From an optimization exercise on the open Yosys and OpenROAD flow, aimed at small area, a short achievable clock period and few clock cycles per item; shortcuts taken in it are not production practice. Only simulation tests tie the RTL to the original design; equivalence was not proved. No activity file was given, so power comes from the tool's default toggle rates.

$ cat design/flow/config.mk
export PLATFORM = sky130hd
export DESIGN_NAME = multi_sensor_pulse_width_window_unit
export DESIGN_NICKNAME = multi_sensor_pulse_width_window_unit
export VERILOG_FILES = /design/flow/design.v
export SDC_FILE = /design/flow/constraint.sdc
export NUM_CORES = 4
export LEC_CHECK = 0
export ABC_AREA = 1
export CAP_MARGIN = 20
export CORE_MARGIN = 2
export CORE_UTILIZATION = 70
export CTS_CLUSTER_DIAMETER = 80
export CTS_CLUSTER_SIZE = 25
export SETUP_SLACK_MARGIN = 3.2
export SLEW_MARGIN = 20
$ cat design/flow/constraint.sdc
create_clock -name core_clock -period 5.5 [get_ports {clk_i}]
set_input_delay 1.1000 -clock core_clock [delete_from_list [all_inputs] [get_ports {clk_i}]]
set_output_delay 1.1000 -clock core_clock [all_outputs]
set_load 0.01 [all_outputs]
$ cat design/flow/design.v
package mspw_pkg;
  localparam int unsigned SENSORS     = 12;
  localparam int unsigned WIDTH_BITS  = 24;
  localparam int unsigned WINDOW_W    = 16;
  localparam int unsigned INC_W       = 8;
  localparam logic [WINDOW_W-1:0] WINDOW_RESET = 16'd1000;
  localparam logic [INC_W-1:0]    INC_RESET    = 8'd1;
endpackage
module mspw_ctrl (
  input  logic                                 clk_i,
  input  logic                                 rst_ni,
  input  logic                                 cfg_we_i,
  input  logic                                 cfg_index_i,
  input  logic [15:0]                          cfg_data_i,
  input  logic                                 in_valid_i,
  output logic                                 in_ready_o,
  output logic                                 out_valid_o,
  input  logic                                 out_ready_i,
  output logic [63:0]                          out_data_o,
  output logic                                 out_last_o,
  output logic                                 clr_o,
  output logic                                 accept_en_o,
  output logic [mspw_pkg::INC_W-1:0]           inc_o,
  output logic [mspw_pkg::SENSORS-1:0]         rsel_o,
  input  logic [mspw_pkg::WIDTH_BITS-1:0]      rdata_i
);
  localparam int unsigned W = mspw_pkg::WIDTH_BITS;
  localparam int unsigned N = mspw_pkg::SENSORS;
  localparam logic [2:0] E_IDLE = 3'd0;
  localparam logic [2:0] E_WAIT = 3'd1;   
  localparam logic [2:0] E_WT2  = 3'd5;
  localparam logic [2:0] E_SCAN = 3'd2;
  localparam logic [2:0] E_LOAD = 3'd3;   
  localparam logic [2:0] E_READ = 3'd4;
  logic [15:0] window_q;
  logic [7:0]  inc_q;
  always_ff @(posedge clk_i or negedge rst_ni) begin
    if (!rst_ni) begin
      window_q <= mspw_pkg::WINDOW_RESET;
      inc_q    <= mspw_pkg::INC_RESET;
    end else if (cfg_we_i) begin
      if (cfg_index_i) inc_q    <= cfg_data_i[7:0];
      else             window_q <= cfg_data_i;
    end
  end
  assign inc_o = inc_q;
  logic         init_q;      
  logic         ready_q;
  logic         go_q;        
  logic [2:0]   est_q;       
  logic [N-1:0] rsel_q;      
  logic         valid_q;
  logic         last_q;
  logic [16:0]  cntp_q;      
  logic [W-1:0] cur_q;
  logic [3:0]   cidx_q;
  logic         cv_q;        
  logic [W-1:0] best_q;
  logic [3:0]   bidx_q;
  logic [3:0]   act_q;
  logic accept, close, start, xfer, beat10, lastxfer, at_limit;
  assign accept   = in_valid_i & ready_q;
  mspw_cmp #(.W(17)) u_lim (.a_i(cntp_q), .b_i({1'b0, window_q}), .gt_o(), .ge_o(at_limit));
  assign close    = accept & at_limit;
  assign xfer     = valid_q & out_ready_i;
  assign beat10   = xfer & rsel_q[N-1] & (est_q == E_READ);    
  assign lastxfer = xfer & last_q;
  assign start    = (close | go_q) & ((est_q == E_IDLE) | lastxfer);
  assign clr_o    = init_q | beat10;
  assign accept_en_o = ready_q;
  assign rsel_o   = rsel_q;
  always_ff @(posedge clk_i or negedge rst_ni) begin
    if (!rst_ni) begin
      init_q  <= 1'b1;
      ready_q <= 1'b0;
      go_q    <= 1'b0;
      est_q   <= E_IDLE;
      rsel_q  <= N'(1);
      valid_q <= 1'b0;
      last_q  <= 1'b0;
    end else begin
      init_q <= 1'b0;
      if (init_q | beat10) ready_q <= 1'b1;
      else if (close)      ready_q <= 1'b0;
      go_q <= (close | go_q) & ~start;
      unique case (est_q)
        E_IDLE: begin
          if (start) est_q <= E_WAIT;
        end
        E_WAIT: begin
          est_q <= E_WT2;
        end
        E_WT2: begin
          est_q <= E_SCAN;
        end
        E_SCAN: begin
          rsel_q <= {rsel_q[N-2:0], rsel_q[N-1]};
          if (rsel_q[N-1]) est_q <= E_LOAD;
        end
        E_LOAD: begin
          rsel_q  <= {rsel_q[N-2:0], rsel_q[N-1]};
          valid_q <= 1'b1;
          last_q  <= 1'b0;
          est_q   <= E_READ;
        end
        E_READ: begin
          if (xfer) begin
            if (last_q) begin
              valid_q <= 1'b0;
              est_q   <= start ? E_WAIT : E_IDLE;
            end else begin
              rsel_q <= {rsel_q[N-2:0], rsel_q[N-1]};
              last_q <= rsel_q[N-1];
            end
          end
        end
        default: est_q <= E_IDLE;
      endcase
    end
  end
  logic [17:0] cpre;
  for (genvar k = 0; k <= 17; k++) begin : g_cpre
    if (k == 0) begin : g_z
      assign cpre[k] = 1'b1;
    end else begin : g_nz
      assign cpre[k] = &cntp_q[k-1:0];
    end
  end
  always_ff @(posedge clk_i) begin
    if (init_q | close) cntp_q <= 17'd1;
    else if (accept)    cntp_q <= cntp_q ^ cpre[16:0];
  end
  logic load, cur_gt;
  mspw_cmp #(.W(W)) u_best (.a_i(cur_q), .b_i(best_q), .gt_o(cur_gt), .ge_o());
  logic [3:0] ridx;
  assign load = (est_q == E_SCAN) | (est_q == E_LOAD) | ((est_q == E_READ) & xfer & ~last_q);
  always_comb begin
    ridx = '0;
    for (int i = 0; i < N; i++) if (rsel_q[i]) ridx = ridx | 4'(i);
  end
  always_ff @(posedge clk_i) begin
    if (load) begin
      cur_q  <= rdata_i;
      cidx_q <= ridx;
    end
    cv_q <= (est_q == E_SCAN);
    if (cv_q) begin
      if (cidx_q == 4'd0) begin
        best_q <= cur_q;
        bidx_q <= 4'd0;
        act_q  <= {3'd0, |cur_q};
      end else begin
        if (cur_gt) begin
          best_q <= cur_q;
          bidx_q <= cidx_q;
        end
        act_q <= act_q + {3'd0, |cur_q};
      end
    end
  end
  assign in_ready_o  = ready_q;
  assign out_valid_o = valid_q;
  assign out_last_o  = last_q;
  assign out_data_o  = {4'd0, bidx_q, best_q, act_q, cur_q, cidx_q};
endmodule
module mspw_cmp #(
  parameter int unsigned W = 24
) (
  input  logic [W-1:0] a_i,
  input  logic [W-1:0] b_i,
  output logic         gt_o,   
  output logic         ge_o    
);
  localparam int unsigned L = $clog2(W);
  localparam int unsigned P = 1 << L;
  logic [P-1:0] g [L+1];
  logic [P-1:0] e [L+1];
  for (genvar i = 0; i < P; i++) begin : g_leaf
    if (i < W) begin : g_bit
      assign g[0][i] = a_i[i] & ~b_i[i];
      assign e[0][i] = ~(a_i[i] ^ b_i[i]);
    end else begin : g_pad
      assign g[0][i] = 1'b0;
      assign e[0][i] = 1'b1;
    end
  end
  for (genvar l = 0; l < L; l++) begin : g_lvl
    for (genvar i = 0; i < (P >> (l + 1)); i++) begin : g_node
      assign g[l+1][i] = g[l][2*i+1] | (e[l][2*i+1] & g[l][2*i]);
      assign e[l+1][i] = e[l][2*i+1] & e[l][2*i];
    end
    for (genvar i = (P >> (l + 1)); i < P; i++) begin : g_unused
      assign g[l+1][i] = 1'b0;
      assign e[l+1][i] = 1'b1;
    end
  end
  assign gt_o = g[L][0];
  assign ge_o = g[L][0] | e[L][0];
endmodule
module mspw_datapath (
  input  logic                                 clk_i,
  input  logic                                 clr_i,      
  input  logic                                 accept_en_i,  
  input  logic                                 valid_i,      
  input  logic [mspw_pkg::SENSORS-1:0]         levels_i,   
  input  logic [mspw_pkg::INC_W-1:0]           inc_i,
  input  logic [mspw_pkg::SENSORS-1:0]         rsel_i,     
  output logic [mspw_pkg::WIDTH_BITS-1:0]      rdata_o     
);
  localparam int unsigned N  = mspw_pkg::SENSORS;
  localparam int unsigned HB = 16;
  localparam int unsigned RB = HB + 8 + 1;   
  logic [RB-1:0] rlane [N];
  logic [RB-1:0] rsel_bus;
  logic [7:0]    inc_r;
  assign inc_r = inc_i & {8{accept_en_i}};
  for (genvar g = 0; g < N; g++) begin : g_lane
    logic [7:0]    lo_q;
    logic [HB-1:0] hi_q;
    logic          c4_q, c8_q, sat_q;
    logic [7:0]    add;
    logic [4:0]    s0, s1;
    logic [HB:0]   pre;       
    assign add = inc_r & {8{valid_i & ~levels_i[g]}};
    assign s0  = {1'b0, lo_q[3:0]} + {1'b0, add[3:0]};
    assign s1  = {1'b0, lo_q[7:4]} + {1'b0, add[7:4]} + {4'd0, c4_q};
    for (genvar k = 0; k <= HB; k++) begin : g_pre
      if (k == 0) begin : g_z
        assign pre[k] = 1'b1;
      end else begin : g_nz
        assign pre[k] = &hi_q[k-1:0];
      end
    end
    always_ff @(posedge clk_i) begin
      if (clr_i) begin
        lo_q  <= '0;
        c4_q  <= 1'b0;
        c8_q  <= 1'b0;
        hi_q  <= '0;
        sat_q <= 1'b0;
      end else begin
        lo_q  <= {s1[3:0], s0[3:0]};
        c4_q  <= s0[4];
        c8_q  <= s1[4];
        hi_q  <= hi_q ^ (pre[HB-1:0] & {HB{c8_q}});
        sat_q <= sat_q | (c8_q & pre[HB]);
      end
    end
    assign rlane[g] = {sat_q, hi_q, lo_q};
  end
  always_comb begin
    rsel_bus = '0;
    for (int i = 0; i < N; i++) begin
      rsel_bus = rsel_bus | (rlane[i] & {RB{rsel_i[i]}});
    end
  end
  assign rdata_o = rsel_bus[RB-2:0] | {(RB-1){rsel_bus[RB-1]}};
endmodule
module multi_sensor_pulse_width_window_unit #(
  parameter int unsigned SENSOR_COUNT = 12,
  parameter int unsigned WIDTH_BITS   = 24
) (
  input  logic        clk_i,
  input  logic        rst_ni,
  input  logic        cfg_we_i,
  input  logic [0:0]  cfg_index_i,
  input  logic [15:0] cfg_data_i,
  input  logic        s_axis_tvalid,
  output logic        s_axis_tready,
  input  logic [15:0] s_axis_tdata,
  output logic        m_axis_tvalid,
  input  logic        m_axis_tready,
  output logic [63:0] m_axis_tdata,
  output logic        m_axis_tlast
);
  logic                                clr, accept_en;
  logic [mspw_pkg::INC_W-1:0]          inc;
  logic [mspw_pkg::SENSORS-1:0]        rsel;
  logic [mspw_pkg::WIDTH_BITS-1:0]     rdata;
  mspw_ctrl u_ctrl (
    .clk_i       (clk_i),
    .rst_ni      (rst_ni),
    .cfg_we_i    (cfg_we_i),
    .cfg_index_i (cfg_index_i[0]),
    .cfg_data_i  (cfg_data_i),
    .in_valid_i  (s_axis_tvalid),
    .in_ready_o  (s_axis_tready),
    .out_valid_o (m_axis_tvalid),
    .out_ready_i (m_axis_tready),
    .out_data_o  (m_axis_tdata),
    .out_last_o  (m_axis_tlast),
    .clr_o       (clr),
    .accept_en_o (accept_en),
    .inc_o       (inc),
    .rsel_o      (rsel),
    .rdata_i     (rdata)
  );
  mspw_datapath u_datapath (
    .clk_i    (clk_i),
    .clr_i    (clr),
    .accept_en_i (accept_en),
    .valid_i  (s_axis_tvalid),
    .levels_i (s_axis_tdata[mspw_pkg::SENSORS-1:0]),
    .inc_i    (inc),
    .rsel_i   (rsel),
    .rdata_o  (rdata)
  );
endmodule
$ cat design/flow/run.sh
#!/bin/bash
# synth_recipe.tcl (not shown) runs the flow's synth.tcl, then flattens the netlist and writes it again
# the make line also repeats each setting of config.mk as NAME=value (left out here)
make -C /OpenROAD-flow-scripts/flow DESIGN_CONFIG=/design/flow/config.mk WORK_HOME=/design/flow/orfs CLKGATE_MAP_FILE= SYNTH_SCRIPT=/design/flow/synth_recipe.tcl finish
==> results of run 1 <==
through the flow:
step,std cells,instance area [um^2]
floorplan,2899,23200
global placement,3350,24400
detailed placement,3350,24400
CTS,3459,25800
global route,3500,26400
finish,3501,26400
cell type report:
type / count / area (um^2)
Antenna cell: 1 / 2.50
Clock buffer: 32 / 619
Clock inverter: 8 / 123
Fill cell: 2119 / 5930
Inverter: 423 / 1660
Multi-Input combinational cell: 1932 / 11800
Sequential cell: 446 / 9780
Tap cell: 442 / 553
Timing Repair Buffer: 214 / 1870
Timing Repair inverter: 3 / 36.3
synthesized netlist by cell type (all sizes together), types with 2 or more instances:
cell type  number
a211oi         12
a21oi         268
a22o            5
a31oi           3
buf            51
clkbuf         49
dfrtp          35
dfstp           9
dfxtp         342
edfxtp         60
fa             36
ha            141
inv           423
nand2         482
nand3          83
nand4          95
nor2          387
nor3           65
nor3b          17
nor4           23
o2111ai         8
o211ai          3
o21a            2
o21ai         190
o21ba          12
o221ai         17
o22ai          16
or2            31
xnor2          13
xor2            6
repair_timing:
| action | CTS | global route |
|---|---|---|
| gates resized for setup | 279 | 118 |
| pin swaps | 11 | 45 |
| setup endpoints to repair | 450 | 239 |
| gates cloned | 12 | 3 |
| setup buffers | 57 | 38 |
kinds of logic after synthesis:
logic type | synth area share (%)
and+or+nand+nor | 23.5
AOI/OAI and AO/OA | 13.2
buffers and inverters | 9.04
DFF | 42.7
adders and majority gates | 10.9
xor gates and xnor gates | 0.728
other | 0.0164
state kept, by name, summed over array words and instances, names as in the netlist, 12 cells and up:
signal,cells
u_ctrl.cntp_q,17
u_datapath.g_lane.hi_q,192
u_ctrl.window_q,16
u_datapath.g_lane.c8_q,12
u_datapath.g_lane.c4_q,12
u_ctrl.best_q,24
u_datapath.g_lane.lo_q,96
u_datapath.g_lane.sat_q,12
u_ctrl.rsel_q,12
u_ctrl.cur_q,24
metal layers:
layer / global-route usage, % / share of wire [%] / up-vias / routed length, um
met4: 22.1 / 6.7 / 0 / 4450
met2: 63.7 / 47 / 1010 / 31500
met1: 46.5 / 38 / 9838 / 25100
met5: 0 / 0 / - / 0
met3: 5.04 / 8.2 / 250 / 5450
li1: - / - / 9830 / -
worst max path at each step:
| stage | endpoint | cells past startpoint | from | slack [ns] |
|---|---|---|---|---|
| after global placement | u_datapath.g_lane[10].lo_q[6] | 10 | m_axis_tready | 1.85 |
| final | u_ctrl.bidx_q[3] | 12 | u_ctrl.cur_q[1] | 3.15 |
| after detailed placement | u_datapath.g_lane[5].c8_q | 10 | m_axis_tready | 1.80 |
| after CTS | u_ctrl.cur_q[18] | 7 | u_ctrl.rsel_q[4] | 3.18 |
| after global routing | u_ctrl.act_q[2] | 8 | u_ctrl.cur_q[10] | 3.10 |
| after floorplan | u_datapath.g_lane[2].lo_q[5] | 9 | s_axis_tvalid | 3.02 |
power by group through the flow:
stage	combinational, uW	sequential, uW	clock, uW
floorplan	934	3820	0
finish	1940	3890	2030
detailed placement	1510	3960	0
CTS	1710	3870	2030
global placement	1460	3950	0
global route	2060	3910	2140
worst reg2reg max path, stage by stage, from the launching register on:
cell and delay [ns]:
edfxtp_1 0.46, buf_6 0.17, ha_4 0.27, a31o_4 0.15, nand3_2 0.06, nand2_1 0.07
nand2_1 0.06, nand2_2 0.12, nand2_1 0.08, nand2_2 0.14, nand2_4 0.10, a21boi_4 0.22
clkbuf_16 0.19
==> impl_results.md, run 1 <==
* Outcome: no timing/DRC/antenna violations
* Number of buffers and inverters on the critical path at 2
* Sequence of cells on the critical path: buf_6 > ha_4 > a31o_4 > nand3_2 > nand2_1 > nand2_1 > nand2_2 > nand2_1 > nand2_2 > nand2_4 > a21boi_4 > clkbuf_16
* Fraction of layout cells with a size suffix above 1 at 17.7%
* Aggregate global routing overflow at 0
* Top cell type's share of synthesized area at 29.9%
* Via-to-Cell Ratio at 5.98
* Fin crit period at 2.35 ns
* Power per Cell Area at ~300 mW/mm^2
* Worst-path clk slew at 0.10 ns
* Pint at 5160 uW
* Hold crit path type: flop to flop
* Setup TNS at 0 ns
* Overall routing resource usage at 37.8%
* CP top delay family: simple AND/OR/NAND/NOR gates
* Worst-Margin Slew at 0.904 ns
* Clock sink count at 446
* Clock skew at 0.0263 ns
* Initial Utilization at 70.6%
* CP required at between 5 and 6 ns
* Endpoints failing setup at 0
* RSZ-0062 raised after global routing: true
* Pre-CTS setup slack at 1.80 ns
* Sequential power share at 49.5%
* Worst r2r src: u_ctrl.cur_q[1]
* Antenna viol nets, final at 0
* Distinct cell type count after synthesis at 56
* Yosys reg bits at 446
* DP HPWL at 43100 um
* Die area at approximately 0.034 mm^2
* Top cell type by total area after synthesis: dfxtp_1
* R2r setup slk at 3.15 ns
* Commonest non-fill, non-tap cell in the layout: nand2_1
* Main synth FF type: dfxtp_1
* Max Buffers Root-to-Sink at 3
* Number of max-cap violations at 0
* Wirelength per Cell at about 19 um
* Antenna violations before repair at 1
* Startpoint types: flop
* Worst hold slack at 0.462 ns
* CP Max Fanout at 7
* DIE WIDTH at 185 um
* Peak supply drop at 293 uV
* Post-Route WL at 66500 um
* Clock Tree Root: clkbuf_16
* Sequential-to-total area share from yosys stat at roughly 43%
* Gpl congestion at 0.927
* Total number of vias at about 21000
* Slowest cell delay on critical path at 0.46 ns
* Setup ws final at 3.15 ns
* Largest net degree at the start of global routing at 53
* Area grow syn2layout at 15.6%
* Final Core Density at 81.7%
* Switching portion of total power at 34.3%
* CP Capture Type: flop
* Synth async-reset ratio at 9.87%
* Clock share of power at between 20% and 30%
* P_sw at roughly 2700 uW
* Top cells by area, synth: dfxtp_1 (30%), edfxtp_1 (7.9%), ha_1 (7.7%), nand2_1 (7.6%), inv_1 (6.7%)
* Avg Cell Area, Syn at 7.90 um^2
* DR DRC count at 0
* CTS tree: built
* Skew-Pair Late Insertion Delay at 0.58 ns
* CTS H-tree lvls at 1
* Final Max Slew Viols at 0
* Post-synth EDFFs at 60
* CTS Hold Bufs at 0
* Syn. warnings at 9
* Post-Synthesis Cells at a little under 3000
* First-pass DRT Iterations at 8
* Hold Startpoint: u_datapath.g_lane[0].sat_q
* First-pass GRT wire length at roughly 100000 um
* Ports at between 100 and 150
* Iteration-0 DRC Markers at roughly 1900
* Most frequent cells in the layout: nand2_1 (450), inv_1 (364), dfxtp_1 (342), nor2_1 (305), a21oi_1 (263)
* Power Total at about 7900 uW
* Worst Hold Endpoint: u_datapath.g_lane[0].sat_q
* Final #Nets at 3258
* Max Fclk at 0.426 GHz
* Fin. Hold Viols at 0
* Crit Path Class: flop to flop
* Cell area after synthesis at approximately 0.023 mm^2
* CP dominant cell by count: nand2_1
* P_leak at 0.0105 uW
* Number of global-route vias before repair at 19697
* Final period util at 42.7%
* Die height at 185 um
* Critical path's slowest cell: edfxtp_1
* Relative slew slack at 39.6%
* Comb power frac at 24.6%
* Hold Path Depth at 2
* Row count at 66
* CP Data Arrival Time at 2.63 ns
* Reg2reg path depth at 12
* Worst reg2reg path endpoint: u_ctrl.bidx_q[3]
* I/O Buffers at 96
* Placeable Area at 0.0324 mm^2
* TritonCTS Buffers at 23
Testbench counts, summed over its fixed seeds: cycles 31,667, windows 320.
==> run 2, diff against run 1 <==
--- a/design/flow/config.mk
+++ b/design/flow/config.mk
@@ -11,5 +11,5 @@
 export CORE_UTILIZATION = 70
 export CTS_CLUSTER_DIAMETER = 80
 export CTS_CLUSTER_SIZE = 25
-export SETUP_SLACK_MARGIN = 3.2
+export SETUP_SLACK_MARGIN = 3.0
 export SLEW_MARGIN = 20
==> run 2 against run 1 <==
Still clean. Combinational power shrank 21%. Synthesized cell count is the same. Clock skew shrank 0.0088 ns. First-iteration DRC count fell by 3.6%. Flip-flop and latch count unchanged. Critical path type unchanged.
==> impl_results.md, run 2 <==
* Fill cell count at 2330 (was 2119)
* Top cells by area, synth: dfxtp_1 (30%), edfxtp_1 (7.9%), ha_1 (7.7%), nand2_1 (7.6%), inv_1 (6.7%) (unchanged)
* Final period util at 45.8% (was 42.7%)
* Clock skew at 0.0176 ns (was 0.0263 ns)
* Reg2reg path depth at 5 (was 12)
* Crit Path Class: flop to flop (unchanged)
* Sequential-to-total area share from yosys stat at 42.7% (unchanged)
* Worst hold slack at 0.459 ns (was 0.462 ns)
* Footprint of the multi-input gates at 0.0114 mm^2 (was 0.0118 mm^2)
* Top cell type's share of synthesized area at 29.9% (unchanged)
* R2r setup slk at 2.98 ns (was 3.15 ns)
* RSZ-0062 raised after global routing: true (unchanged)
* Distinct cell type count after synthesis at 56 (unchanged)
* Worst reg2reg path endpoint: u_ctrl.cur_q[3] (was u_ctrl.bidx_q[3])
* ANT cells at 0 (was 1)
* CTS H-tree lvls at 1 (unchanged)
* Post-Route WL at 60700 um (was 66500 um)
* Via-to-Cell Ratio at 5.91 (was 5.98)
* Skew-Pair Late Insertion Delay at 0.56 ns (was 0.58 ns)
* Gpl congestion at 0.902 (was 0.927)
* Antenna violations before repair at 0 (was 1)
* Fin crit period at 2.52 ns (was 2.35 ns)
* Storage element area at 0.00977 mm^2 (was 0.00978 mm^2)
* Aggregate global routing overflow at 0 (unchanged)
* DP HPWL at 42100 um (was 43100 um)
* Die area at 0.0341 mm^2 (unchanged)
* Fraction of layout cells with a size suffix above 1 at 10.1% (was 17.7%)
* Worst-Margin Slew at 0.975 ns (was 0.904 ns)
* First-pass DRT Iterations at 6 (was 8)
* TritonCTS Buffers at 22 (was 23)
* CP Max Fanout at 24 (was 7)
* Post-synth EDFFs at 60 (unchanged)
* Worst Hold Endpoint: u_datapath.g_lane[10].hi_q[10] (was u_datapath.g_lane[0].sat_q)
* CTS tree: built (unchanged)
* Number of buffers and inverters on the critical path at 2 (unchanged)
* Setup TNS at 0 ns (unchanged)
* Top reg by flops: u_datapath.g_lane.hi_q (unchanged)
* Iteration-0 DRC Markers at 1866 (was 1936)
* CP Data Arrival Time at 2.89 ns (was 2.63 ns)
* Hold Startpoint: u_datapath.g_lane[10].hi_q[10] (was u_datapath.g_lane[0].sat_q)
* Commonest non-fill, non-tap cell in the layout: nand2_1 (unchanged)
* Yosys reg bits at 446 (unchanged)
* Number of max-cap violations at 0 (unchanged)
* Wirelength per Cell at 17.7 um (was 19.0 um)
* Main synth FF type: dfxtp_1 (unchanged)
* Overall routing resource usage at 35.1% (was 37.8%)
* Max Fclk at 0.397 GHz (was 0.426 GHz)
* Biggest regs: u_datapath.g_lane.hi_q: 192 flops, u_datapath.g_lane.lo_q: 96 flops (unchanged)
* Max Buffers Root-to-Sink at 3 (unchanged)
* Worst-path clk slew at 0.10 ns (about the same)
* I/O Buffers at 96 (unchanged)
* Critical path's slowest cell: dfrtp_2 (was edfxtp_1)
* Peak supply drop at 252 uV (was 293 uV)
* Most frequent cells in the layout: nand2_1 (457), inv_1 (391), dfxtp_1 (342), nor2_1 (319), a21oi_1 (268) (was nand2_1 (450), inv_1 (364), dfxtp_1 (342), nor2_1 (305), a21oi_1 (263))
* Avg Cell Area, Syn at 7.90 um^2 (unchanged)
* Post-Synthesis Cells at 2895 (unchanged)
* Most common cell in the netlist: nand2_1 (unchanged)
* Sequence of cells on the critical path: clkinvlp_4 > o21ai_0 > nor4_4 > buf_4 > nand3_1 (was buf_6 > ha_4 > a31o_4 > nand3_2 > nand2_1 > nand2_1 > nand2_2 > nand2_1 > nand2_2 > nand2_4 > a21boi_4 > clkbuf_16)
* Number of global-route vias before repair at 19467 (was 19697)
* Area grow syn2layout at 11.0% (was 15.6%)
* Initial Utilization at 70.6% (unchanged)
* Relative slew slack at 34.4% (was 39.6%)
* Die height at 185 um (unchanged)
* Outcome: no timing/DRC/antenna violations (unchanged)
* Hold Path Depth at 1 (was 2)
* Ports at 105 (unchanged)
* Synth async-reset ratio at 9.87% (unchanged)
* CP top delay family: buffers and inverters (was simple AND/OR/NAND/NOR gates)
* Final #Nets at 3180 (was 3258)
* Clock sink count at 446 (unchanged)
* DIE WIDTH at 185 um (unchanged)
* Placeable Area at 0.0324 mm^2 (unchanged)
* Row count at 66 (unchanged)
* Antenna viol nets, final at 0 (unchanged)
* Startpoint types: flop (unchanged)
* Power per Cell Area at 292 mW/mm^2 (was 297 mW/mm^2)
* Top cell type by total area after synthesis: dfxtp_1 (unchanged)
* Total number of vias at 20226 (was 20928)
* P_leak at 0.0100 uW (was 0.0105 uW)
* CP Capture Type: flop (unchanged)
* First-pass GRT wire length at 95400 um (was 101000 um)
* Largest net degree at the start of global routing at 71 (was 53)
* Syn. warnings at 9 (unchanged)
* DR DRC count at 0 (unchanged)
* Final Max Slew Viols at 0 (unchanged)
* Commonest cells post-synth: nand2_1 (461), inv_1 (410), nor2_1 (349) (unchanged)
* Clock Tree Root: clkbuf_16 (unchanged)
* Endpoints failing setup at 0 (unchanged)
* Cell area after synthesis at 0.0229 mm^2 (unchanged)
* Hold crit path type: flop to flop (unchanged)
* CP required at 5.87 ns (was 5.78 ns)
* Largest register FFs at 192 (unchanged)
* Worst r2r src: u_ctrl.rsel_q[6] (was u_ctrl.cur_q[1])
* Slowest cell delay on critical path at 0.70 ns (was 0.46 ns)
* Fin. Hold Viols at 0 (unchanged)
## run 2: changes by cell type in the layout (fill, tap and decap cells not counted), moves of 14 or more
cell / delta
o21ai_1: -36
clkbuf_2: -17
buf_2: -44
buf_4: -58
o21ai_0: +39
dlygate4sd2_1: +60
inv_2: -20
nor2_1: +14
inv_1: +27
## run 2: kinds of logic (layout without fill, tap and decap cells)
logic type	count (synthesis)	in the layout	synth area share [%]
adder cells (fa/ha/maj)	177	177	10.9
other	1	5	0.0164
XOR/XNOR	19	19	0.728
AND/OR/NAND/NOR	1184	1184	23.5
flip-flops	446	446	42.7
buffers and inverters	523	603	9.04
AO/OA/AOI/OAI	545	546	13.2
## run 2: cell type report
| type | count | area share (%) |
|---|---|---|
| Timing Repair Buffer | 140 | 5.27 |
| Clock inverter | 5 | 0.325 |
| Clock buffer | 34 | 2.47 |
| Timing Repair inverter | 1 | 0.0345 |
| Tap cell | 442 | 2.18 |
| Multi-Input combinational cell | 1931 | 44.8 |
| Inverter | 423 | 6.44 |
| Sequential cell | 446 | 38.5 |
## run 2: how the worst max path moves through the flow
stage	start	end	slack [ns]	cells past startpoint
floorplan	s_axis_tvalid	u_datapath.g_lane[10].lo_q[5]	2.97	9
global placement	m_axis_tready	u_datapath.g_lane[11].hi_q[9]	1.80	10
detailed placement	m_axis_tready	u_datapath.g_lane[11].hi_q[9]	1.77	10
CTS	u_ctrl.rsel_q[4]	u_ctrl.cur_q[3]	3.00	6
global route	u_ctrl.rsel_q[2]	u_ctrl.cur_q[5]	2.97	8
finish	u_ctrl.rsel_q[6]	u_ctrl.cur_q[3]	2.98	5
## run 2: metrics by stage
| step | util, % | worst slack [ns] | cells | instance area (um^2) | total power (uW) |
|---|---|---|---|---|---|
| final | 78.4 | 2.98 | 3422 | 25400 | 7420 |
| after global routing | 78.4 | 2.97 | 3422 | 25400 | 7700 |
| after CTS | 77.8 | 3.00 | 3417 | 25200 | 7350 |
| after detailed placement | 74.7 | 1.77 | 3347 | 24200 | 5380 |
| after global placement | 74.7 | 1.80 | 3347 | 24200 | 5320 |
| after floorplan | - | 2.97 | 2899 | 23100 | 4740 |
## run 2: per-layer routing
metal  track usage (%)  routed length (um)
met1              44.7               24400
met2              60.5               29500
met3              5.93                4980
met4              12.1                1860
met5                 0                   0
## run 2: timing repair
item                       CTS  global route
setup buffers               28             4
hold buffers                 0             0
pin swaps                    0             8
gates resized for setup     96            46
cloned                       3             1
setup endpoints to repair  398           151
## run 2: where the power goes
part	total (uW)	internal (uW)	switching [uW]	leakage, uW
clock	1970	898	1070	0.000344
combinational	1540	506	1040	0.00583
sequential	3910	3590	325	0.00383
==> run 3, diff against run 2 <==
--- a/design/flow/config.mk
+++ b/design/flow/config.mk
@@ -11,5 +11,5 @@
 export CORE_UTILIZATION = 70
 export CTS_CLUSTER_DIAMETER = 80
 export CTS_CLUSTER_SIZE = 25
-export SETUP_SLACK_MARGIN = 3.0
+export SETUP_SLACK_MARGIN = 3.4
 export SLEW_MARGIN = 20
==> run 3 against run 2 <==
Still clean on timing, DRC and antenna. Utilization is 6.5 points higher. Critical path depth decreased by 3. Clock power shrank 3%. Global-route usage grew 3.3 points. Fmax grew 6.5%. Cell count increased by 3.7%. Area after synthesis stayed put. Die area unchanged. Critical path type is now flop to output pin.
==> impl_results.md, run 3 <==
* Outcome: no timing/DRC/antenna violations (unchanged)
* Crit Path Class: flop to output pin (was flop to flop)
* CP Max Fanout at 2 (was 24)
* Top cell type's share of synthesized area at 29.9% (unchanged)
* Top reg by flops: u_datapath.g_lane.hi_q (unchanged)
* Clock skew at 0.0222 ns (was 0.0176 ns)
* Worst hold slack at 0.459 ns (about the same)
* CTS H-tree lvls at 1 (unchanged)
* Gpl congestion at 0.920 (was 0.902)
* First-pass DRT Iterations at 9 (was 6)
* TritonCTS Buffers at 22 (unchanged)
* Largest register FFs at 192 (unchanged)
* Top cells by area, synth: dfxtp_1 (30%), edfxtp_1 (7.9%), ha_1 (7.7%), nand2_1 (7.6%), inv_1 (6.7%) (unchanged)
* R2r setup slk at 3.13 ns (was 2.98 ns)
* CTS tree: built (unchanged)
* Largest net degree at the start of global routing at 46 (was 71)
* Final Max Slew Viols at 0 (unchanged)
* DR DRC count at 0 (unchanged)
* Distinct cell type count after synthesis at 56 (unchanged)
* Fill cell count at 1906 (was 2330)
* Post-Route WL at 70500 um (was 60700 um)
* Placeable Area at 0.0324 mm^2 (unchanged)
* Hold crit path type: flop to flop (unchanged)
* Power Total at 8010 uW (was 7420 uW)
* Fin crit period at 2.37 ns (was 2.52 ns)
* Sequence of cells on the critical path: buf_4 > buf_6 (was clkinvlp_4 > o21ai_0 > nor4_4 > buf_4 > nand3_1)
* Critical path's slowest cell: edfxtp_1 (was dfrtp_2)
* Sequential-to-total area share from yosys stat at 42.7% (unchanged)
* Overall routing resource usage at 38.4% (was 35.1%)
* Final #Nets at 3306 (was 3180)
* Worst-Margin Slew at 0.781 ns (was 0.975 ns)
* Die height at 185 um (unchanged)
* Avg Cell Area, Syn at 7.90 um^2 (unchanged)
* Worst-path clk slew at 0.10 ns (about the same)
* Row count at 66 (unchanged)
* Yosys reg bits at 446 (unchanged)
* Antenna violations before repair at 3 (was 0)
* Final period util at 43.0% (was 45.8%)
* Initial Utilization at 70.6% (unchanged)
* DP HPWL at 43000 um (was 42100 um)
* CP top delay family: flip-flops (was buffers and inverters)
* Most common cell in the netlist: nand2_1 (unchanged)
* Ports at 105 (unchanged)
* Peak supply drop at 285 uV (was 252 uV)
* Max Buffers Root-to-Sink at 3 (unchanged)
* P_leak at 0.0107 uW (was 0.0100 uW)
* Fin. Hold Viols at 0 (unchanged)
* Worst r2r src: u_ctrl.cur_q[19] (was u_ctrl.rsel_q[6])
* Number of max-cap violations at 0 (unchanged)
* I/O Buffers at 96 (unchanged)
* Wirelength per Cell at 19.9 um (was 17.7 um)
* RSZ-0062 raised after global routing: true (unchanged)
* Clock Tree Root: clkbuf_16 (unchanged)
* Reg2reg path depth at 9 (was 5)
* Iteration-0 DRC Markers at 2375 (was 1866)
* Syn. warnings at 9 (unchanged)
* Biggest regs: u_datapath.g_lane.hi_q: 192 flops, u_datapath.g_lane.lo_q: 96 flops (unchanged)
* Skew-Pair Late Insertion Delay at 0.56 ns (about the same)
* CP required at 4.40 ns (was 5.87 ns)
* Top cell type by total area after synthesis: dfxtp_1 (unchanged)
* Setup ws final at 3.13 ns (was 2.98 ns)
* Post-Synthesis Cells at 2895 (unchanged)
* Post-route cell area at 0.0275 mm^2 (was 0.0254 mm^2)
* Post-DP Area at 0.0244 mm^2 (was 0.0242 mm^2)
* Synth async-reset ratio at 9.87% (unchanged)
* Setup TNS at 0 ns (unchanged)
* DIE WIDTH at 185 um (unchanged)
* Number of global-route vias before repair at 20153 (was 19467)
* Cell area after synthesis at 0.0229 mm^2 (unchanged)
* Total number of vias at 21632 (was 20226)
* Die area at 0.0341 mm^2 (unchanged)
* Hold Startpoint: u_datapath.g_lane[6].hi_q[10] (was u_datapath.g_lane[10].hi_q[10])
* Commonest cells post-synth: nand2_1 (461), inv_1 (410), nor2_1 (349) (unchanged)
* Worst Hold Endpoint: u_datapath.g_lane[6].hi_q[10] (was u_datapath.g_lane[10].hi_q[10])
* Antenna viol nets, final at 0 (unchanged)
* Post-synth EDFFs at 60 (unchanged)
* Endpoints failing setup at 0 (unchanged)
* Most frequent cells in the layout: nand2_1 (434), inv_1 (349), dfxtp_1 (342), nor2_1 (282), a21oi_1 (256) (was nand2_1 (457), inv_1 (391), dfxtp_1 (342), nor2_1 (319), a21oi_1 (268))
* Max Fclk at 0.422 GHz (was 0.397 GHz)
* CTS Hold Bufs at 0 (unchanged)
* Hold Path Depth at 1 (unchanged)
* Fraction of layout cells with a size suffix above 1 at 21.7% (was 10.1%)
* Relative slew slack at 47.5% (was 34.4%)
* Commonest non-fill, non-tap cell in the layout: nand2_1 (unchanged)
* Power per Cell Area at 292 mW/mm^2 (about the same)
* CP Capture Type: output pin (was flop)
* Worst reg2reg path endpoint: u_ctrl.best_q[10] (was u_ctrl.cur_q[3])
* Aggregate global routing overflow at 0 (unchanged)
* Clock sink count at 446 (unchanged)
* Via-to-Cell Ratio at 6.10 (was 5.91)
* Startpoint types: flop (unchanged)
* First-pass GRT wire length at 102000 um (was 95400 um)
* Area grow syn2layout at 20.2% (was 11.0%)
* Pre-CTS setup slack at 1.77 ns (about the same)
* Number of buffers and inverters on the critical path at 2 (unchanged)
* Slowest cell delay on critical path at 0.43 ns (was 0.70 ns)
* Main synth FF type: dfxtp_1 (unchanged)
* CP Data Arrival Time at 1.27 ns (was 2.89 ns)
==> run 3: changes by cell type in the layout (fill, tap and decap cells not counted), moves of 26 or more <==
cell	previous run	this run
inv_1	391	349
o21ai_0	182	134
buf_6	0	27
inv_2	24	50
buf_4	37	116
o21ai_1	4	42
nor2_1	319	282
buf_2	1	57
dlygate4sd2_1	63	7
nor2_4	23	50
==> run 3: where the power goes <==
part           total [uW]  switching, uW  internal (uW)
sequential           3840            244           3600
combinational        2260           1440            819
clock                1910           1090            820
total                8010           2780           5240
==> run 3: final cells by class <==
cell class                      count  area (um^2)  area share, %
Inverter                          423         1700           6.17
Antenna cell                        1         2.50        0.00911
Timing Repair Buffer              263         2470           9.01
Timing Repair inverter              2         41.3          0.150
Multi-Input combinational cell   1933        12300           44.6
Clock inverter                      3         32.5          0.118
Tap cell                          442          553           2.01
Sequential cell                   446         9780           35.6
Clock buffer                       34          638           2.32
==> run 3: cell families after synthesis <==
family	synth area share, %
AOI/OAI and AO/OA	13.2
xor gates and xnor gates	0.728
adders and majority gates	10.9
buffers and inverters	9.04
DFF	42.7
other	0.0164
and+or+nand+nor	23.5
==> run 3: repair_timing <==
item / in CTS / in global routing
cloned: 14 / 2
endpoints found under the hold margin: 0 / 0
pin swaps: 49 / 104
setup buffers: 91 / 52
resized for setup: 410 / 175
setup endpoints to repair: 491 / 259
==> run 3: worst max-delay path by stage <==
stage	from	end	slack, ns	depth (start not counted)
after CTS	u_ctrl.cur_q[17]	m_axis_tdata[21]	3.15	1
after floorplan	s_axis_tvalid	u_datapath.g_lane[1].lo_q[5]	3.02	9
final	u_ctrl.cur_q[19]	m_axis_tdata[23]	3.13	2
after global routing	u_ctrl.cur_q[22]	u_ctrl.best_q[10]	3.08	10
after global placement	m_axis_tready	u_datapath.g_lane[8].hi_q[10]	1.86	10
after detailed placement	m_axis_tready	u_datapath.g_lane[10].hi_q[8]	1.77	10
==> run 3: worst register-to-register path, delay by kind of cell, from the launching register on <==
family | cells | cell delay (ns)
flip-flops | 1 | 0.43
AO/OA/AOI/OAI | 3 | 0.70
buffers and inverters | 3 | 0.50
AND/OR/NAND/NOR | 2 | 0.17
adder cells (fa/ha/maj) | 1 | 0.30
==> run 3: layer usage <==
metal,wire length (um),global-route usage (%),share of wire [%]
met5,10,0,0.014
met4,4540,21.9,6.4
met3,6210,5.28,8.8
met2,33400,64.7,47
met1,26300,47.6,37
==> run 3: metrics by stage <==
step	std cells	util [%]
2_1_floorplan	2899	-
3_3_place_gp	3350	75.4
3_5_place_dp	3350	75.4
4_1_cts	3492	81.3
5_1_grt	3546	84.9
6_report	3547	84.9
==> run 4, diff against run 3 <==
--- a/design/flow/config.mk
+++ b/design/flow/config.mk
@@ -5,11 +5,10 @@
 export SDC_FILE = /design/flow/constraint.sdc
 export NUM_CORES = 4
 export LEC_CHECK = 0
-export ABC_AREA = 1
 export CAP_MARGIN = 20
 export CORE_MARGIN = 2
 export CORE_UTILIZATION = 70
 export CTS_CLUSTER_DIAMETER = 80
 export CTS_CLUSTER_SIZE = 25
-export SETUP_SLACK_MARGIN = 3.4
+export SETUP_SLACK_MARGIN = 3.3
 export SLEW_MARGIN = 20
==> run 4 against run 3 <==
Still clean. Combinational power shrank 73%. Sequential power shrank 9.1%. Design area shrank 8.2%. Global-route usage shrank 2.4 points. Die area shrank 4.5%. Non-clock buffer count shrank 65. Utilization shrank 2.7 points. Register-to-register slack lost 0.13 ns. Wire length shrank 14%. Critical endpoint is now u_ctrl.best_q[5]. Largest cell class unchanged.
==> impl_results.md, run 4 <==
* Outcome: no timing/DRC/antenna violations (unchanged)
* Final period util at 45.5% (was 43.0%)
* Top cell type by total area after synthesis: dfxtp_1 (unchanged)
* First-pass DRT Iterations at 5 (was 9)
* Row count at 64 (was 66)
* Largest net degree at the start of global routing at 62 (was 46)
* CP Data Arrival Time at 2.77 ns (was 1.27 ns)
* Endpoints failing setup at 0 (unchanged)
* Top layer in use: met5 (unchanged)
* Post-synth EDFFs at 60 (unchanged)
* Antenna violations before repair at 1 (was 3)
* Storage element area at 0.00977 mm^2 (was 0.00978 mm^2)
* I/O Buffers at 96 (unchanged)
* Skew-Pair Late Insertion Delay at 0.55 ns (was 0.56 ns)
* TritonCTS Buffers at 22 (unchanged)
* Iteration-0 DRC Markers at 1607 (was 2375)
* Footprint of the multi-input gates at 0.0121 mm^2 (was 0.0123 mm^2)
* Final Max Slew Viols at 0 (unchanged)
* Peak supply drop at 330 uV (was 285 uV)
* Via-to-Cell Ratio at 6.36 (was 6.10)
* Metal-1 WL at 24600 um (was 26300 um)
* Distinct cell type count after synthesis at 56 (unchanged)
* Setup TNS at 0 ns (unchanged)
* Main synth FF type: dfxtp_1 (unchanged)
* Sequential power share at 58.3% (was 47.9%)
* Fill cell count at 1845 (was 1906)
* P_leak at 0.0107 uW (about the same)
* Gpl congestion at 0.892 (was 0.920)
* Final #Nets at 2629 (was 3306)
* Sequence of cells on the critical path: buf_4 > ha_1 > nand2_1 > nor2_1 > a211oi_1 > o21ai_0 > a21oi_2 > o41ai_4 > buf_4 > buf_12 (was buf_4 > buf_6)
* Area grow syn2layout at 15.7% (was 20.2%)
* Top reg by flops: u_datapath.g_lane.hi_q (unchanged)
* Clock skew at 0.0290 ns (was 0.0222 ns)
* Most frequent cells in the layout: dfxtp_1 (342), nor2_1 (326), ha_1 (123), inv_1 (120), xor2_1 (119) (was nand2_1 (434), inv_1 (349), dfxtp_1 (342), nor2_1 (282), a21oi_1 (256))
* Initial Utilization at 71.1% (was 70.6%)
* First-pass GRT wire length at 94200 um (was 102000 um)
* CTS tree: built (unchanged)
* Crit Path Class: flop to flop (was flop to output pin)
* Switching portion of total power at 25.8% (was 34.7%)
* Hold crit path type: flop to flop (unchanged)
* Clock sink count at 446 (unchanged)
* CP Capture Type: flop (was output pin)
* Pint at 4440 uW (was 5240 uW)
* Slowest cell delay on critical path at 0.43 ns (about the same)
* Max Buffers Root-to-Sink at 3 (unchanged)
* Critical path's slowest cell: edfxtp_1 (unchanged)
* Syn. warnings at 9 (unchanged)
* Post-Route WL at 60700 um (was 70500 um)
* Wirelength per Cell at 21.5 um (was 19.9 um)
* Final Core Density at 82.2% (was 84.9%)
* Largest register FFs at 192 (unchanged)
* CP required at 5.77 ns (was 4.40 ns)
* DR DRC count at 0 (unchanged)
* CP dominant cell by count: buf_4
* CP Max Fanout at 13 (was 2)
* Number of global-route vias before repair at 17776 (was 20153)
* Fin crit period at 2.50 ns (was 2.37 ns)
* Clock share of power at 31.3% (was 23.9%)
* Placeable Area at 0.0307 mm^2 (was 0.0324 mm^2)
* Ports at 105 (unchanged)
* RSZ-0062 raised after global routing: true (unchanged)
* ANT cells at 0 (was 1)
* Fin. Hold Viols at 0 (unchanged)
* Met3 WL at 5410 um (was 6210 um)
* DIE WIDTH at 180 um (was 185 um)
* Avg Cell Area, Syn at 9.53 um^2 (was 7.90 um^2)
* Startpoint types: flop (unchanged)
* Die area at 0.0326 mm^2 (was 0.0341 mm^2)
* Total number of vias at 17930 (was 21632)
* Synth async-reset ratio at 9.87% (unchanged)
* CTS H-tree lvls at 1 (unchanged)
* Most common cell in the netlist: nor2_1 (was nand2_1)
* DP HPWL at 39100 um (was 43000 um)
* Worst-path clk slew at 0.10 ns (about the same)
* Cell area after synthesis at 0.0218 mm^2 (was 0.0229 mm^2)
* Die height at 180 um (was 185 um)
* Hold Path Depth at 2 (was 1)
* Met2 wire length at 28600 um (was 33400 um)
* Aggregate global routing overflow at 0 (unchanged)
* Overall routing resource usage at 36.1% (was 38.4%)
* Commonest cells post-synth: nor2_1 (350), dfxtp_1 (342), inv_1 (145) (was nand2_1 (461), inv_1 (410), nor2_1 (349))
* P_sw at 1540 uW (was 2780 uW)
* Reg2reg path depth at 10 (was 9)
* Number of max-cap violations at 0 (unchanged)
* Fraction of layout cells with a size suffix above 1 at 19.1% (was 21.7%)
* Clock Tree Root: clkbuf_16 (unchanged)
* Yosys reg bits at 446 (unchanged)
* Post-Synthesis Cells at 2289 (was 2895)
* Biggest regs: u_datapath.g_lane.hi_q: 192 flops, u_datapath.g_lane.lo_q: 96 flops (unchanged)
* Max Fclk at 0.400 GHz (was 0.422 GHz)
* Worst-Margin Slew at 1.02 ns (was 0.781 ns)
* Power per Cell Area at 237 mW/mm^2 (was 292 mW/mm^2)
* Top cell type's share of synthesized area at 31.4% (was 29.9%)
* Sequential-to-total area share from yosys stat at 44.8% (was 42.7%)
* Comb power frac at 10.3% (was 28.2%)
* Relative slew slack at 31.4% (was 47.5%)
* Antenna viol nets, final at 0 (unchanged)
* Top cells by area, synth: dfxtp_1 (31%), edfxtp_1 (8.3%), ha_1 (8.1%), nor2_1 (6.0%), xor2_1 (4.8%) (was dfxtp_1 (30%), edfxtp_1 (7.9%), ha_1 (7.7%), nand2_1 (7.6%), inv_1 (6.7%))
* Commonest non-fill, non-tap cell in the layout: dfxtp_1 (was nand2_1)
==> run 4: cell count changes after synthesis, sizes merged, moves of 35 or more <==
cell	delta
xnor2	+75
a21o	+40
inv	-278
nand2	-349
nor2	-35
and2	+54
nand3	-35
a21oi	-178
a22o	+70
nor2b	+41
xor2	+113
a221oi	+75
o21ai	-133
==> run 4: kinds of logic (layout without fill, tap and decap cells) <==
kind of cell | after synthesis | count (layout) | share of synthesized area [%]
muxes | 21 | 21 | 1.08
and+or+nand+nor | 816 | 816 | 17.9
buffers and inverters | 250 | 378 | 4.54
DFF | 446 | 446 | 44.8
adders and majority gates | 177 | 177 | 11.4
other | 1 | 5 | 0.0172
AOI/OAI and AO/OA | 371 | 374 | 12.0
xor gates and xnor gates | 207 | 207 | 8.31
==> run 4: metrics by stage <==
stage	hold WS [ns]	power, uW	instance area [um^2]	worst slack, ns	cells
after floorplan	0.437	3960	22500	2.84	2293
after global placement	0.450	4080	23600	2.12	2698
after detailed placement	0.462	4130	23600	1.98	2698
after CTS	0.487	5960	24800	3.04	2803
after global routing	0.521	6180	25200	2.94	2820
final	0.485	5990	25200	3.00	2820
==> run 4: path summary, 6_finish.rpt <==
kind | startpoint | to | slack, ns
worst max-delay path | u_ctrl.cur_q[11] | u_ctrl.best_q[5] | 3.00
worst min-delay path | u_datapath.g_lane[1].sat_q | u_datapath.g_lane[1].sat_q | 0.49
worst max register to register | u_ctrl.cur_q[11] | u_ctrl.best_q[5] | 3.00
worst min register to register | u_datapath.g_lane[1].sat_q | u_datapath.g_lane[1].sat_q | 0.49
max in group asynchronous | rst_ni | u_ctrl.last_q | 4.55
min in group asynchronous | rst_ni | u_ctrl.inc_q[6] | 0.53
==> run 4: what timing repair did <==
action                     CTS  global route
hold buffers                 0             0
gates cloned                 8             1
setup buffers               63            16
gates resized for setup    326            56
pin swaps                   20            13
setup endpoints to repair  444           177
==> run 4: critical path: cells and delay by family (launching register included) <==
| family | cells | cell delay [ns] |
|---|---|---|
| compound gates | 4 | 0.70 |
| flops | 1 | 0.43 |
| buf+inv | 3 | 0.51 |
| fa+ha+maj | 1 | 0.31 |
| simple gates | 2 | 0.25 |
==> run 4: final cells by class <==
cell class,count,area share [%]
multi-input cells,1600,47.9
inverters,145,2.17
clock inverters,2,0.154
well taps,396,1.96
repair inverters,1,0.0298
flip-flops and latches,446,38.7
repair buffers,198,6.68
clock buffers,32,2.42
==> run 4: metal layers <==
| metal | track usage [%] | vias up |
|---|---|---|
| met1 | 47.4 | 8782 |
| met4 | 12.9 | 2 |
| li1 | - | 8133 |
| met3 | 6.91 | 171 |
| met5 | 0 | - |
| met2 | 59.8 | 842 |
==> run 4: power groups by stage <==
| stage | logic [uW] | registers (uW) | clock network [uW] |
|---|---|---|---|
| after CTS | 597 | 3490 | 1870 |
| after detailed placement | 571 | 3560 | 0 |
| final | 619 | 3490 | 1880 |
| after global placement | 530 | 3550 | 0 |
| after global routing | 689 | 3500 | 1990 |
| after floorplan | 433 | 3530 | 0 |
==> run 5, diff against run 4 <==
--- a/design/flow/config.mk
+++ b/design/flow/config.mk
@@ -10,5 +10,5 @@
 export CORE_UTILIZATION = 70
 export CTS_CLUSTER_DIAMETER = 80
 export CTS_CLUSTER_SIZE = 25
-export SETUP_SLACK_MARGIN = 3.3
+export SETUP_SLACK_MARGIN = 3.2
 export SLEW_MARGIN = 20
==> run 5 against run 4 <==
Critical endpoint is now u_ctrl.best_q[20]. Hold slack better by 0.0092 ns. Global-route usage is 1.4 points lower. Highest routed layer unchanged. Sequential power hardly changed. Design area is 0.94% lower. Clock-buffer cell count is 2 higher. Sequential share of layout area is 0.35 points higher. Synthesized cell count stayed put. First-iteration DRC count is 1.9% lower. Cell count stayed put. Critical path depth stayed put. Largest power group unchanged. Largest cell class unchanged.
==> impl_results.md, run 5 <==
* First-pass GRT wire length at 90600 um (was 94200 um)
* Placeable Area at 0.0307 mm^2 (unchanged)
* Max Fclk at 0.407 GHz (was 0.400 GHz)
* Sequential-to-total area share from yosys stat at 44.8% (unchanged)
* Total number of vias at 17672 (was 17930)
* Crit Path Class: flop to flop (unchanged)
* Antenna violations before repair at 3 (was 1)
* Largest net degree at the start of global routing at 85 (was 62)
* Number of global-route vias before repair at 17241 (was 17776)
* Row count at 64 (unchanged)
* DR DRC count at 0 (unchanged)
* Skew-Pair Late Insertion Delay at 0.55 ns (about the same)
* Top cells by area, synth: dfxtp_1 (31%), edfxtp_1 (8.3%), ha_1 (8.1%), nor2_1 (6.0%), xor2_1 (4.8%) (unchanged)
* CP required at 5.76 ns (was 5.77 ns)
* Post-synth EDFFs at 60 (unchanged)
* Worst-Margin Slew at 0.706 ns (was 1.02 ns)
* Aggregate global routing overflow at 0 (unchanged)
* Storage element area at 0.00976 mm^2 (was 0.00977 mm^2)
* CP Data Arrival Time at 2.72 ns (was 2.77 ns)
* CP Capture Type: flop (unchanged)
* Power Total at 5960 uW (was 5990 uW)
* Avg Cell Area, Syn at 9.53 um^2 (unchanged)
* Post-Synthesis Cells at 2289 (unchanged)
* Sequence of cells on the critical path: buf_4 > ha_1 > nand4b_1 > nand2_1 > a21oi_1 > o21ai_1 > a21oi_2 > o41ai_4 > buf_6 > clkbuf_16 (was buf_4 > ha_1 > nand2_1 > nor2_1 > a211oi_1 > o21ai_0 > a21oi_2 > o41ai_4 > buf_4 > buf_12)
* Max Buffers Root-to-Sink at 3 (unchanged)
* Commonest cells post-synth: nor2_1 (350), dfxtp_1 (342), inv_1 (145) (unchanged)
* Largest register FFs at 192 (unchanged)
* Footprint of the multi-input gates at 0.0119 mm^2 (was 0.0121 mm^2)
* Relative slew slack at 52.5% (was 31.4%)
* First-pass DRT Iterations at 6 (was 5)
* CP top delay family: compound AO/OA/AOI/OAI gates (unchanged)
* Clock sink count at 446 (unchanged)
* Startpoint types: flop (unchanged)
* CP Max Fanout at 7 (was 13)
* DP HPWL at 39100 um (about the same)
* Antenna viol nets, final at 0 (unchanged)
* Gpl congestion at 0.863 (was 0.892)
* I/O Buffers at 96 (unchanged)
* Wirelength per Cell at 20.6 um (was 21.5 um)
* Hold crit path type: flop to flop (unchanged)
* P_leak at 0.0106 uW (was 0.0107 uW)
* Clock Tree Root: clkbuf_16 (unchanged)
* Outcome: no timing/DRC/antenna violations (unchanged)
* Clock skew at 0.0235 ns (was 0.0290 ns)
* Fin. Hold Viols at 0 (unchanged)
* RSZ-0062 raised after global routing: true (unchanged)
* Overall routing resource usage at 34.7% (was 36.1%)
* Via-to-Cell Ratio at 6.27 (was 6.36)
* Most common cell in the netlist: nor2_1 (unchanged)
* Fraction of layout cells with a size suffix above 1 at 18.1% (was 19.1%)
* Distinct cell type count after synthesis at 56 (unchanged)
* Peak supply drop at 245 uV (was 330 uV)
* CTS H-tree lvls at 1 (unchanged)
* ANT cells at 0 (unchanged)
* Die height at 180 um (unchanged)
* Fill cell count at 1883 (was 1845)
* Synth async-reset ratio at 9.87% (unchanged)
* CTS tree: built (unchanged)
* Biggest regs: u_datapath.g_lane.hi_q: 192 flops, u_datapath.g_lane.lo_q: 96 flops (unchanged)
* Cell area after synthesis at 0.0218 mm^2 (unchanged)
* DIE WIDTH at 180 um (unchanged)
* Final Max Slew Viols at 0 (unchanged)
* TritonCTS Buffers at 22 (unchanged)
* Worst-path clk slew at 0.10 ns (about the same)
* Setup ws final at 3.04 ns (was 3.00 ns)
* Top cell type's share of synthesized area at 31.4% (unchanged)
* Pre-CTS setup slack at 2.08 ns (was 1.98 ns)
* Final #Nets at 2627 (was 2629)
* Most frequent cells in the layout: dfxtp_1 (342), nor2_1 (325), ha_1 (124), inv_1 (120), xor2_1 (119) (was dfxtp_1 (342), nor2_1 (326), ha_1 (123), inv_1 (120), xor2_1 (119))
* Final Core Density at 81.5% (was 82.2%)
* Post-Route WL at 58000 um (was 60700 um)
* Worst hold slack at 0.495 ns (was 0.485 ns)
* Endpoints failing setup at 0 (unchanged)
* Commonest non-fill, non-tap cell in the layout: dfxtp_1 (unchanged)
* Iteration-0 DRC Markers at 1576 (was 1607)
* Number of max-cap violations at 0 (unchanged)
* Ports at 105 (unchanged)
* Die area at 0.0326 mm^2 (unchanged)
* Syn. warnings at 9 (unchanged)
* Initial Utilization at 71.1% (unchanged)
* Main synth FF type: dfxtp_1 (unchanged)
* Yosys reg bits at 446 (unchanged)
* Top reg by flops: u_datapath.g_lane.hi_q (unchanged)
* Top cell type by total area after synthesis: dfxtp_1 (unchanged)
* Power per Cell Area at 239 mW/mm^2 (was 237 mW/mm^2)
* Critical path's slowest cell: edfxtp_1 (unchanged)
* Setup TNS at 0 ns (unchanged)
* Fin crit period at 2.46 ns (was 2.50 ns)
* Number of buffers and inverters on the critical path at 3 (unchanged)
* Area grow syn2layout at 14.6% (was 15.7%)
* Slowest cell delay on critical path at 0.43 ns (about the same)
* Final period util at 44.7% (was 45.5%)
run 5: cell counts after synthesis:
No cell type changed its count.
run 5: worst min-delay path, stage by stage, from the launching register on:
cell and delay [ns]:
dfxtp_1 0.35, a31oi_1 0.04, nor2_1 0.07
run 5: stage by stage:
step | cells | cell area [um^2]
finish | 2820 | 25000
global route | 2820 | 25000
CTS | 2800 | 24800
detailed placement | 2702 | 23600
global placement | 2702 | 23600
floorplan | 2293 | 22500
run 5: cells by family after synthesis:
family | synth area share, %
simple gates | 17.9
buf+inv | 4.54
compound gates | 12.0
fa+ha+maj | 11.4
flops | 44.8
mux | 1.08
other cells | 0.0172
xor+xnor | 8.31
run 5: where the power goes:
| group | switching, uW | internal, uW |
|---|---|---|
| clock network | 1040 | 841 |
| registers | 79.9 | 3410 |
| logic | 363 | 234 |
| total | 1480 | 4480 |
run 5: path summary, 6_finish.rpt:
path / cells past startpoint / start / slack, ns / endpoint
min in group asynchronous: 2 / rst_ni / 0.64 / u_ctrl.window_q[11]
worst max-delay path: 10 / u_ctrl.cur_q[2] / 3.04 / u_ctrl.best_q[20]
worst min-delay path: 2 / u_datapath.g_lane[2].sat_q / 0.49 / u_datapath.g_lane[2].sat_q
max in group asynchronous: 2 / rst_ni / 4.41 / u_ctrl.ready_q
worst min register to register: 2 / u_datapath.g_lane[2].sat_q / 0.49 / u_datapath.g_lane[2].sat_q
worst max register to register: 10 / u_ctrl.cur_q[2] / 3.04 / u_ctrl.best_q[20]
run 5: what timing repair did:
action,in CTS,in global routing
endpoints found under the setup margin,445,343
hold buffers,0,0
gates resized for setup,228,73
pin swaps,10,12
setup buffers,59,17
cloned,3,3
run 5: area by class of cell:
class | count | area share [%]
multi-input cells | 1599 | 47.7
flip-flops and latches | 446 | 39.1
repair buffers | 197 | 6.28
clock buffers | 34 | 2.63
inverters | 145 | 2.19
well taps | 396 | 1.98
clock inverters | 2 | 0.0952
repair inverters | 1 | 0.0300
run 5: per-layer routing:
layer / vias to the layer above / routed length (um) / track usage, %
met3: 117 / 4970 / 4.55
met5: - / 13 / 0
met4: 2 / 1480 / 10.0
met2: 770 / 27100 / 57.1
met1: 8671 / 24400 / 48.2
li1: 8112 / - / -
==> run 6, diff against run 5 <==
--- a/design/flow/config.mk
+++ b/design/flow/config.mk
@@ -7,8 +7,8 @@
 export LEC_CHECK = 0
 export CAP_MARGIN = 20
 export CORE_MARGIN = 2
-export CORE_UTILIZATION = 70
-export CTS_CLUSTER_DIAMETER = 80
-export CTS_CLUSTER_SIZE = 25
-export SETUP_SLACK_MARGIN = 3.2
+export CORE_UTILIZATION = 60
+export CTS_BUF_LIST = sky130_fd_sc_hd__clkbuf_8
+export CTS_CLUSTER_SIZE = 30
+export SETUP_SLACK_MARGIN = 3.0
 export SLEW_MARGIN = 20
==> run 6 against run 5 <==
Still clean. Hold slack worse by 0.019 ns. Cell count rose by 4.0%. Non-clock buffer count is 48 lower. Critical path type is now flop to output pin. Largest cell class unchanged.
==> impl_results.md, run 6 <==
* Outcome: no timing/DRC/antenna violations (unchanged)
* Endpoints failing setup at 0 (unchanged)
* Number of buffers and inverters on the critical path at 1 (was 3)
* Sequential power share at 50.3% (was 58.5%)
* Pre-CTS setup slack at 2.02 ns (was 2.08 ns)
* Clock Tree Root: clkbuf_8 (was clkbuf_16)
* Die area at 0.0379 mm^2 (was 0.0326 mm^2)
* Commonest cells post-synth: nor2_1 (350), dfxtp_1 (342), inv_1 (145) (unchanged)
* Wirelength per Cell at 19.6 um (was 20.6 um)
* Worst hold slack at 0.476 ns (was 0.495 ns)
* Met2 wire length at 25700 um (was 27100 um)
* P_leak at 0.0108 uW (was 0.0106 uW)
* Top layer in use: met4 (was met5)
* Biggest regs: u_datapath.g_lane.hi_q: 192 flops, u_datapath.g_lane.lo_q: 96 flops (unchanged)
* CP Data Arrival Time at 1.37 ns (was 2.72 ns)
* Post-Route WL at 57500 um (was 58000 um)
* Top reg by flops: u_datapath.g_lane.hi_q (unchanged)
* DR DRC count at 0 (unchanged)
* Iteration-0 DRC Markers at 1282 (was 1576)
* Row count at 69 (was 64)
* Fill cell count at 2756 (was 1883)
* Syn. warnings at 9 (unchanged)
* Main synth FF type: dfxtp_1 (unchanged)
* Hold crit path type: flop to flop (unchanged)
* Yosys reg bits at 446 (unchanged)
* Total number of vias at 17228 (was 17672)
* Via-to-Cell Ratio at 5.88 (was 6.27)
* Final #Nets at 2629 (was 2627)
* DIE WIDTH at 195 um (was 180 um)
* Number of max-cap violations at 0 (unchanged)
* Post-route cell area at 0.0253 mm^2 (was 0.0250 mm^2)
* Clock share of power at 41.6% (was 31.5%)
* Fin crit period at 2.47 ns (was 2.46 ns)
* Top cell type's share of synthesized area at 31.4% (unchanged)
* Footprint of the multi-input gates at 0.0116 mm^2 (was 0.0119 mm^2)
* Clock sink count at 446 (unchanged)
* Most common cell in the netlist: nor2_1 (unchanged)
* Storage element area at 0.00976 mm^2 (unchanged)
* Power per Cell Area at 274 mW/mm^2 (was 239 mW/mm^2)
* Top cells by area, synth: dfxtp_1 (31%), edfxtp_1 (8.3%), ha_1 (8.1%), nor2_1 (6.0%), xor2_1 (4.8%) (unchanged)
* Peak supply drop at 207 uV (was 245 uV)
* Post-DP Area at 0.0236 mm^2 (about the same)
* Final period util at 44.9% (was 44.7%)
* I/O Buffers at 96 (unchanged)
* Commonest non-fill, non-tap cell in the layout: dfxtp_1 (unchanged)
* Synth async-reset ratio at 9.87% (unchanged)
* Antenna violations before repair at 2 (was 3)
* Relative slew slack at 27.4% (was 52.5%)
* Initial Utilization at 61.2% (was 71.1%)
* Largest net degree at the start of global routing at 120 (was 85)
* Worst-path clk slew at 0.06 ns (was 0.10 ns)
* Top cell type by total area after synthesis: dfxtp_1 (unchanged)
* Layout Cells excl Fill at 2932 (was 2820)
* TritonCTS Buffers at 72 (was 22)
* Pint at 5170 uW (was 4480 uW)
* Critical path's slowest cell: edfxtp_1 (unchanged)
* Skew-Pair Late Insertion Delay at 0.63 ns (was 0.55 ns)
* Comb power frac at 8.2% (was 10.0%)
* Setup TNS at 0 ns (unchanged)
* Clock skew at 0.0346 ns (was 0.0235 ns)
* Avg Cell Area, Syn at 9.53 um^2 (unchanged)
* Gpl congestion at 0.875 (was 0.863)
* CP Capture Type: output pin (was flop)
* Most frequent cells in the layout: dfxtp_1 (342), nor2_1 (327), inv_1 (147), ha_1 (129), nand2_1 (122) (was dfxtp_1 (342), nor2_1 (325), ha_1 (124), inv_1 (120), xor2_1 (119))
* Fraction of layout cells with a size suffix above 1 at 14.8% (was 18.1%)
* RSZ-0062 raised after global routing: false (was true)
* Distinct cell type count after synthesis at 56 (unchanged)
* ANT cells at 0 (unchanged)
* Worst-Margin Slew at 1.08 ns (was 0.706 ns)
* Post-synth EDFFs at 60 (unchanged)
* CTS tree: built (unchanged)
* Metal-1 WL at 25900 um (was 24400 um)
* Switching portion of total power at 25.4% (was 24.9%)
* Largest register FFs at 192 (unchanged)
* Sequential-to-total area share from yosys stat at 44.8% (unchanged)
* Overall routing resource usage at 30.1% (was 34.7%)
* Setup ws final at 3.03 ns (was 3.04 ns)
* CP required at 4.40 ns (was 5.76 ns)
* P_sw at 1770 uW (was 1480 uW)
* CP Max Fanout at 4 (was 7)
* Area grow syn2layout at 16.2% (was 14.6%)
* DP HPWL at 38800 um (was 39100 um)
* Ports at 105 (unchanged)
* Number of global-route vias before repair at 16805 (was 17241)
* CTS Hold Bufs at 0 (unchanged)
* # placed instances at 2767 (was 2702)
* CP top delay family: flip-flops (was compound AO/OA/AOI/OAI gates)
* Max Fclk at 0.405 GHz (was 0.407 GHz)
* First-pass GRT wire length at 89300 um (was 90600 um)
* Crit Path Class: flop to output pin (was flop to flop)
* CTS H-tree lvls at 3 (was 1)
* Antenna viol nets, final at 0 (unchanged)
* Max Buffers Root-to-Sink at 3 (unchanged)
* Fin. Hold Viols at 0 (unchanged)
* Final Max Slew Viols at 0 (unchanged)
* Aggregate global routing overflow at 0 (unchanged)
* Cell area after synthesis at 0.0218 mm^2 (unchanged)
* Post-Synthesis Cells at 2289 (unchanged)
* Met3 WL at 4570 um (was 4970 um)
* First-pass DRT Iterations at 5 (was 6)
* Placeable Area at 0.0357 mm^2 (was 0.0307 mm^2)
* Sequence of cells on the critical path: dlygate4sd2_1 (was buf_4 > ha_1 > nand4b_1 > nand2_1 > a21oi_1 > o21ai_1 > a21oi_2 > o41ai_4 > buf_6 > clkbuf_16)
* Startpoint types: flop (unchanged)
* Slowest cell delay on critical path at 0.44 ns (was 0.43 ns)
* Die height at 195 um (was 180 um)
## run 6: cell counts after synthesis
No cell type changed its count.
## run 6: power groups by stage
stage | combinational, uW | clock [uW] | sequential [uW]
6_report | 567 | 2880 | 3490
3_5_place_dp | 549 | 0 | 3550
4_1_cts | 556 | 2940 | 3490
3_3_place_gp | 521 | 0 | 3550
2_1_floorplan | 419 | 0 | 3520
5_1_grt | 639 | 3080 | 3500
## run 6: area by class of cell
class,instances,area share [%]
Timing Repair Buffer,149,5.33
Multi-Input combinational cell,1599,45.9
Inverter,145,2.16
Tap cell,461,2.28
Timing Repair inverter,1,0.0296
Clock buffer,94,5.11
Clock inverter,37,0.667
Sequential cell,446,38.5
## run 6: path summary, 6_finish.rpt
kind	end	slack (ns)	depth (start not counted)	startpoint
max	m_axis_tdata[6]	3.03	1	u_ctrl.cur_q[2]
min	u_ctrl.bidx_q[2]	0.48	0	u_ctrl.cidx_q[2]
max reg2reg	u_ctrl.cur_q[14]	3.07	3	u_ctrl.rsel_q[0]
min reg2reg	u_ctrl.bidx_q[2]	0.48	0	u_ctrl.cidx_q[2]
max in group asynchronous	u_ctrl.ready_q	4.54	1	rst_ni
min in group asynchronous	u_ctrl.window_q[10]	0.51	1	rst_ni
## run 6: through the flow
stage | total power (uW) | utilization [%]
floorplan | 3940 | -
global placement | 4070 | 66.1
detailed placement | 4100 | 66.1
CTS | 6980 | 70.4
global route | 7210 | 71.1
finish | 6940 | 71.1
## run 6: per-layer routing
layer / vias up / track usage, %
li1: 8172 / -
met1: 8397 / 41.3
met2: 574 / 46.8
met3: 85 / 6.63
met4: 0 / 11.5
met5: - / 0
## run 6: cell families after synthesis
logic type | after synthesis | share of synthesized area [%]
other | 1 | 0.0172
muxes | 21 | 1.08
AOI/OAI and AO/OA | 371 | 12.0
and+or+nand+nor | 816 | 17.9
DFF | 446 | 44.8
buffers and inverters | 250 | 4.54
adders and majority gates | 177 | 11.4
xor gates and xnor gates | 207 | 8.31
## run 6: what timing repair did
item	in CTS	in global routing
gates cloned	3	1
setup endpoints to repair	410	210
resized for setup	80	24
setup buffers	14	16
pin swaps	1	2

## separate check: timing with driven ports
The flow's constraints put no driver on any port. The routed layouts listed below were extracted and timed again, unchanged, in two steps. Step 1, drivers: a clkbuf_16 drives clk_i and a buf_2 each remaining input, both assumed. Step 2 moves the port delays by t, midway between the first and last clock arrival at a register: inputs arrive t later, outputs are due t later. That takes back most of the time a late clock gives input paths. Three values: no drivers, after step 1, after step 2; two values: the first two.
| run | t (ns) | setup WS [ns] | worst setup path at the end | worst slew at a driven data input, ns |
|---|---|---|---|---|
| run 1 | 0.619 | 3.151 / 3.144 / 2.662 | input to register | 0.05 |
| run 2 | 0.604 | 2.979 / 2.979 / 2.487 | input to register | 0.04 |
| run 3 | 0.613 | 3.133 / 3.075 / 2.622 | input to register | 0.06 |
| run 4 | 0.598 | 3.000 / 2.989 / 2.658 | input to register | 0.16 |
| run 5 | 0.591 | 3.042 / 3.042 / 2.646 | input to register | 0.07 |
| run 6 | 0.664 | 3.028 / 2.977 / 2.429 | input to register | 0.05 |
After both steps every run listed still meets setup and hold. The setup slack of run 6, which loses most, moves by -0.051 ns with the drivers and by -0.599 ns with both steps.
